From an optimization exercise on the open Yosys and OpenROAD flow, aimed at small area and few clock cycles per item; shortcuts taken in it are not production practice. At most, simulation tests tie the RTL to the original design; equivalence was not proved. Power figures rest on the tool's default switching activity, not on a simulated workload.

P:
==> flow/design.v <==
`timescale 1ns / 1ps
package stkrm_pkg;
    localparam int unsigned DEPTH_DEFAULT = 32;
    localparam int unsigned VALUE_W       = 8;
    localparam int unsigned COUNT_W       = 6;
    localparam int unsigned S_TDATA_W     = 16;
    localparam int unsigned M_TDATA_W     = 24;
    typedef enum logic [1:0] {
        CMD_PUSH   = 2'd0,
        CMD_POP    = 2'd1,
        CMD_PEEK   = 2'd2,
        CMD_REMOVE = 2'd3
    } cmd_t;
    typedef enum logic [1:0] {
        ST_OK    = 2'd0,
        ST_FULL  = 2'd1,
        ST_EMPTY = 2'd2
    } status_t;
    typedef struct packed {
        logic push;
        logic pop;
        logic remove;
    } cell_ctrl_t;
endpackage
`timescale 1ns / 1ps
module stkrm_cell (
    input  logic                              aclk,
    input  logic                              hold,       
    input  logic                              from_up,    
    input  logic                              from_dn,    
    input  logic [stkrm_pkg::VALUE_W-1:0]     key_s,      
    input  logic [stkrm_pkg::VALUE_W-1:0]     above_s,    
    input  logic [stkrm_pkg::VALUE_W-1:0]     below_s,    
    output logic                              match,
    output logic [stkrm_pkg::VALUE_W-1:0]     data_s
);
    localparam int unsigned VW = stkrm_pkg::VALUE_W;
    logic [VW-1:0] data_reg;
    assign match  = (data_reg == key_s);
    assign data_s = data_reg;
    always_ff @(posedge aclk) begin
        data_reg <= ~(({VW{hold}}    & data_reg) |
                      ({VW{from_up}} & above_s)  |
                      ({VW{from_dn}} & below_s));
    end
endmodule
`timescale 1ns / 1ps
module stack_with_remove_by_value_unit #(
    parameter int unsigned DEPTH = stkrm_pkg::DEPTH_DEFAULT
) (
    input  logic                              aclk,
    input  logic                              aresetn,
    input  logic                              s_tvalid,
    output logic                              s_tready,
    input  logic [stkrm_pkg::S_TDATA_W-1:0]   s_tdata,
    output logic                              m_tvalid,
    input  logic                              m_tready,
    output logic [stkrm_pkg::M_TDATA_W-1:0]   m_tdata
);
    localparam int unsigned FILL_W = $clog2(DEPTH + 1);
    localparam int unsigned VW     = stkrm_pkg::VALUE_W;
    localparam int unsigned CW     = stkrm_pkg::COUNT_W;
    logic [1:0]             cmd;
    logic [VW-1:0]          value;
    logic [VW-1:0]          value_s;       
    logic                   accept;
    logic                   empty;
    logic                   full;
    logic                   any_hit;
    logic                   is_push;
    logic                   is_pop;
    logic                   is_peek;
    logic                   is_remove;
    logic                   shift_dn;      
    logic                   shift_up;      
    logic                   rm_go;         
    logic                   phase;
    logic [VW-1:0]          cell_s   [DEPTH];
    logic                   match    [DEPTH];
    logic                   hit_pre  [DEPTH];    
    logic                   occ      [DEPTH];    
    logic [FILL_W-1:0]      fill_reg;
    logic [FILL_W-1:0]      fill_next;
    logic                   out_valid_reg;
    logic [VW-1:0]          out_data_reg;
    logic [1:0]             out_status_reg;
    logic                   out_removed_reg;
    logic [FILL_W+CW-1:0]   count_wide;
    assign cmd       = s_tdata[1:0];
    assign value     = s_tdata[VW+1:2];
    assign value_s   = value ^ {VW{phase}};
    assign accept    = s_tvalid && s_tready;
    assign empty     = (fill_reg == '0);
    assign full      = (fill_reg == FILL_W'(DEPTH));
    assign is_push   = (cmd == stkrm_pkg::CMD_PUSH);
    assign is_pop    = (cmd == stkrm_pkg::CMD_POP);
    assign is_peek   = (cmd == stkrm_pkg::CMD_PEEK);
    assign is_remove = (cmd == stkrm_pkg::CMD_REMOVE);
    assign s_tready = !out_valid_reg || m_tready;
    assign shift_dn = accept && is_push && !full;
    assign shift_up = accept && is_pop;           
    assign rm_go    = accept && is_remove;
    for (genvar i = 0; i < DEPTH; i++) begin : g_cell
        logic [VW-1:0] above_s;
        logic [VW-1:0] below_s;
        logic          dn;
        if (i == 0) begin : g_top
            assign above_s = value_s;
        end else begin : g_mid
            assign above_s = cell_s[i-1];
        end
        if (i == DEPTH - 1) begin : g_bottom
            assign below_s = '0;
        end else begin : g_inner
            assign below_s = cell_s[i+1];
        end
        assign occ[i] = (fill_reg > FILL_W'(i));
        assign dn     = shift_up || (rm_go && hit_pre[i]);
        stkrm_cell u_cell (
            .aclk    (aclk),
            .hold    (!(shift_dn || dn)),
            .from_up (shift_dn),
            .from_dn (dn),
            .key_s   (value_s),
            .above_s (above_s),
            .below_s (below_s),
            .match   (match[i]),
            .data_s  (cell_s[i])
        );
    end
    always_comb begin
        logic pre [DEPTH];
        for (int i = 0; i < DEPTH; i++) pre[i] = match[i];
        for (int s = 1; s < DEPTH; s = s * 2) begin
            for (int i = 0; i < DEPTH; i++) begin
                if ((i / s) % 2 == 1) pre[i] = pre[i] | pre[(i / s) * s - 1];
            end
        end
        for (int i = 0; i < DEPTH; i++) hit_pre[i] = pre[i];
    end
    always_comb begin
        any_hit = 1'b0;
        for (int i = 0; i < DEPTH; i++) any_hit = any_hit | (match[i] & occ[i]);
    end
    always_comb begin
        fill_next = fill_reg;
        if (shift_dn)                                        fill_next = fill_reg + 1'b1;
        else if ((shift_up && !empty) || (rm_go && any_hit)) fill_next = fill_reg - 1'b1;
    end
    always_ff @(posedge aclk) begin
        if (!aresetn) begin
            phase         <= 1'b0;
            fill_reg      <= '0;
            out_valid_reg <= 1'b0;
        end else begin
            phase    <= !phase;
            fill_reg <= fill_next;
            if (accept) begin
                out_valid_reg <= 1'b1;
            end else if (m_tready) begin
                out_valid_reg <= 1'b0;
            end
        end
    end
    always_ff @(posedge aclk) begin
        if (accept) begin
            out_data_reg    <= ((is_pop || is_peek) && !empty) ? (cell_s[0] ^ {VW{phase}}) : '0;
            out_status_reg  <= (is_push && full)                ? stkrm_pkg::ST_FULL  :
                               ((is_pop || is_peek) && empty)   ? stkrm_pkg::ST_EMPTY :
                                                                  stkrm_pkg::ST_OK;
            out_removed_reg <= is_remove && any_hit;
        end
    end
    assign count_wide = {{CW{1'b0}}, fill_reg};
    assign m_tvalid = out_valid_reg;
    assign m_tdata  = {{(stkrm_pkg::M_TDATA_W - VW - 2 - 1 - CW){1'b0}},
                       count_wide[CW-1:0], out_removed_reg, out_status_reg,
                       out_data_reg};
endmodule
clock: 3.2 ns
lec_check: 0
cap_margin: 20
core_margin: 2
core_utilization: 40
slew_margin: 20
synth_hierarchical: 1
synth_minimum_keep_size: 0
run.sh (not shown) runs the stock make flow with config.mk's settings and CLKGATE_MAP_FILE= SYNTH_SCRIPT=/design/flow/synth_recipe.tcl, a recipe that flattens the netlist after the stock synthesis.
The final report for P shows a completed flow and a layout that fails verification, specifically setup timing.
Here is what was changed in the inputs of Q compared with P.
diff --git a/flow/design.v b/flow/design.v
--- a/flow/design.v
+++ b/flow/design.v
@@ -105,10 +105,12 @@
         logic [VW-1:0] below_s;
         logic          dn;
         if (i == 0) begin : g_top
             assign above_s = value_s;
+            assign hit_pre[i] = match[i];
         end else begin : g_mid
             assign above_s = cell_s[i-1];
+            assign hit_pre[i] = hit_pre[i-1] | match[i];
         end
         if (i == DEPTH - 1) begin : g_bottom
             assign below_s = '0;
         end else begin : g_inner
@@ -126,18 +128,8 @@
             .below_s (below_s),
             .match   (match[i]),
             .data_s  (cell_s[i])
         );
-    end
-    always_comb begin
-        logic pre [DEPTH];
-        for (int i = 0; i < DEPTH; i++) pre[i] = match[i];
-        for (int s = 1; s < DEPTH; s = s * 2) begin
-            for (int i = 0; i < DEPTH; i++) begin
-                if ((i / s) % 2 == 1) pre[i] = pre[i] | pre[(i / s) * s - 1];
-            end
-        end
-        for (int i = 0; i < DEPTH; i++) hit_pre[i] = pre[i];
     end
     always_comb begin
         any_hit = 1'b0;
         for (int i = 0; i < DEPTH; i++) any_hit = any_hit | (match[i] & occ[i]);
Findings:
The flow completed for Q, but it is not clean: the layout still shows setup timing.
Q vs. P: power has decreased; sum of routed wire length over all layers held; worst setup margin dropped 74 ps; minimum period implied by the final worst setup slack climbed 74 ps.
In the final reports, the cell area of Q is smaller than that of P.
Relative to P, the die area measured on Q has decreased slightly.
Compared with P, Q shows a higher growth of design area from synthesis to finish.
Against P, Q comes in 1.4 points higher on ratio of cells with drive above 1 in the final layout.
Relative to P, sequential fraction of total cell area has gone up in Q.
Q gives less initial detailed-routing violation count than P did.
On portion of total power attributed to combinational logic: between P and Q, it ends up higher for P.
P → Q: worst hold slack dropped 23 ps, relative area of non-clock buffer cells in the final design went up 0.73 points, die extent in x fell by about 0.4%.
Testbench counts of Q, summed over its fixed seeds: cycles 16,008, items 16,000.
No functional check of the RTL was part of P.

---

stack_with_remove_by_value_unit, a different RTL version from the one above (not shown whole).
Size in the first run: ~1200 cells after synthesis, about 280 flip-flops, ~13000 sq um of cells after synthesis.
clock: 3.2 ns
lec_check: 0
cap_margin: 20
core_margin: 2
core_utilization: 30
cts_cluster_diameter: 100
cts_cluster_size: 24
gpl_timing_driven: 0
slew_margin: 20
synth_hierarchical: 1
synth_minimum_keep_size: 0
standard.sh (not shown) runs the stock make flow with config.mk's settings and CLKGATE_MAP_FILE= SYNTH_SCRIPT=/design/flow/synth_recipe.tcl, a recipe that flattens the netlist after the stock synthesis.
==> flow/flow/run.sh <==
#!/bin/bash
# Own flow: the standard layout (standard.sh, unchanged synthesis and
# steps), except that the port buffers are plain buf_2 cells instead of the
# delay buffers buffer_ports picks by default. Every port still gets a buffer.
set -euo pipefail
export BUFFER_PORTS_ARGS="-buffer_cell sky130_fd_sc_hd__buf_2"
bash standard.sh finish > standard_flow.log 2>&1
Next try:
--- a/flow/design.v
+++ b/flow/design.v
@@ -109,24 +109,27 @@
     input  logic aclk,
     input  logic aresetn,
     output logic phase
 );
     always_ff @(posedge aclk) begin
         if (!aresetn) phase <= 1'b0;
         else          phase <= !phase;
     end
 endmodule
 module stkrm_mux2 (input logic s, input logic a, input logic b, output logic y);
     assign y = s ? b : a;
 endmodule
+module stkrm_xor2 (input logic a, input logic b, output logic y);
+    assign y = a ^ b;
+endmodule
 `timescale 1ns / 1ps
 module stack_with_remove_by_value_unit #(
     parameter int unsigned DEPTH = stkrm_pkg::DEPTH_DEFAULT
 ) (
     input  logic                              aclk,
     input  logic                              aresetn,
     input  logic                              s_tvalid,
     output logic                              s_tready,
     input  logic [stkrm_pkg::S_TDATA_W-1:0]   s_tdata,
     output logic                              m_tvalid,
     input  logic                              m_tready,
     output logic [stkrm_pkg::M_TDATA_W-1:0]   m_tdata
@@ -143,24 +146,25 @@
     logic                   full;
     logic                   any_hit;       
     logic                   is_push;
     logic                   is_pop;
     logic                   is_peek;
     logic                   is_remove;
     logic                   shift_dn;      
     logic                   shift_up;      
     logic                   shift_up_n;
     logic                   rm_go;         
     logic                   phase;
     logic [VW-1:0]          key_phase;     
+    logic [VW-1:0]          key_s    [NG/2];   
     logic [VW-1:0]          cell_s   [DEPTH];
     logic                   lo_n     [DEPTH];    
     logic                   hi_n     [DEPTH];    
     logic                   look_n   [DEPTH];    
     logic                   hit      [DEPTH];    
     logic                   grp_n    [DEPTH];    
     logic                   dn       [DEPTH];    
     logic                   hold     [DEPTH];    
     logic                   tot_n    [NG];       
     logic                   pre_a_n  [NG+1];     
     logic                   pre_b_n  [NG+1];     
     logic                   occ      [DEPTH];    
@@ -181,40 +185,43 @@
     assign full      = (fill_reg == FILL_W'(DEPTH));
     assign is_push   = (cmd == stkrm_pkg::CMD_PUSH);
     assign is_pop    = (cmd == stkrm_pkg::CMD_POP);
     assign is_peek   = (cmd == stkrm_pkg::CMD_PEEK);
     assign is_remove = (cmd == stkrm_pkg::CMD_REMOVE);
     assign s_tready = !out_valid_reg || m_tready;
     assign shift_dn   = accept && is_push && !full;
     assign shift_up   = accept && is_pop;         
     assign shift_up_n = !shift_up;
     assign rm_go      = accept && is_remove;
     for (genvar b = 0; b < VW; b++) begin : g_kph
         stkrm_phase u_ph (.aclk(aclk), .aresetn(aresetn), .phase(key_phase[b]));
+        for (genvar c = 0; c < NG / 2; c++) begin : g_kc
+            stkrm_xor2 u_k (.a(value[b]), .b(key_phase[b]), .y(key_s[c][b]));
+        end
     end
     for (genvar i = 0; i < DEPTH; i++) begin : g_cell
         logic [VW-1:0] above_s;
         logic [VW-1:0] below_s;
         if (i == 0) begin : g_top
             assign above_s = value_s;
         end else begin : g_mid
             assign above_s = cell_s[i-1];
         end
         if (i == DEPTH - 1) begin : g_bottom
             assign below_s = '0;
         end else begin : g_inner
             assign below_s = cell_s[i+1];
         end
         assign occ[i] = (fill_reg > FILL_W'(i));
-        stkrm_eq8   u_eq   (.a(cell_s[i]), .b(value_s), .lo_n(lo_n[i]), .hi_n(hi_n[i]));
+        stkrm_eq8   u_eq   (.a(cell_s[i]), .b(key_s[i/8]), .lo_n(lo_n[i]), .hi_n(hi_n[i]));
         stkrm_nand2 u_look (.a(occ[i]), .b(rm_go), .y(look_n[i]));
         stkrm_nor3  u_hit  (.a(lo_n[i]), .b(hi_n[i]), .c(look_n[i]), .y(hit[i]));
         stkrm_cell u_cell (
             .aclk    (aclk),
             .hold    (hold[i]),
             .from_up (shift_dn),
             .from_dn (dn[i]),
             .above_s (above_s),
             .below_s (below_s),
             .data_s  (cell_s[i])
         );
     end
Hold slack is worse by 0.042 ns.
Synthesized area grows by a few percent.
Routed wire length grows by roughly a tenth.
Non-clock buffer count shrinks by 33.
Die area grows by a few percent.
Worst setup slack stays flat.
Design area grows slightly.
Count of clock-buffer cells in the layout shrinks by 1.
Clock power barely changes.
Fmax stays flat.
Sequential power grows by a few percent.
First-iteration DRC count grows by a few percent.
Cell count grows slightly.
No run of this note included a check of the RTL's function; only the layout flow was run.

==> afterwards: timing with drivers on the ports <==
No port has a modelled driver above. Below, the same layouts with a new extraction and two added sets of constraints. Step 1 sets driving cells, clkbuf_16 on the clock port and buf_2 on the other inputs (assumed; they add their load-dependent delay and slew). Step 2 adds t to the input delays and takes it off the output delays; t is the mean of the earliest and latest rising clock arrival at the registers after step 1. Input paths then give back, and output paths get back, about the clock's delay inside the block. a / b / c = no drivers / after step 1 / after step 2; a / b = the first two.
run	t (ns)	setup WS [ns]	pins driven straight from the clock port
P	0.615	-0.364 / -0.364 / -0.790	1
Q	0.613	-0.439 / -0.439 / -0.911	1
the first run of note 2	0.544	0.111 / 0.111 / -0.205	1
the second run of note 2	0.551	0.112 / 0.112 / -0.383	1
Met with ideal ports but missed after step 2: setup timing in the first run of note 2 and the second run of note 2. For the second run of note 2, which loses most, drivers alone change the setup slack by 0.000 ns; drivers and shift together by -0.495 ns.
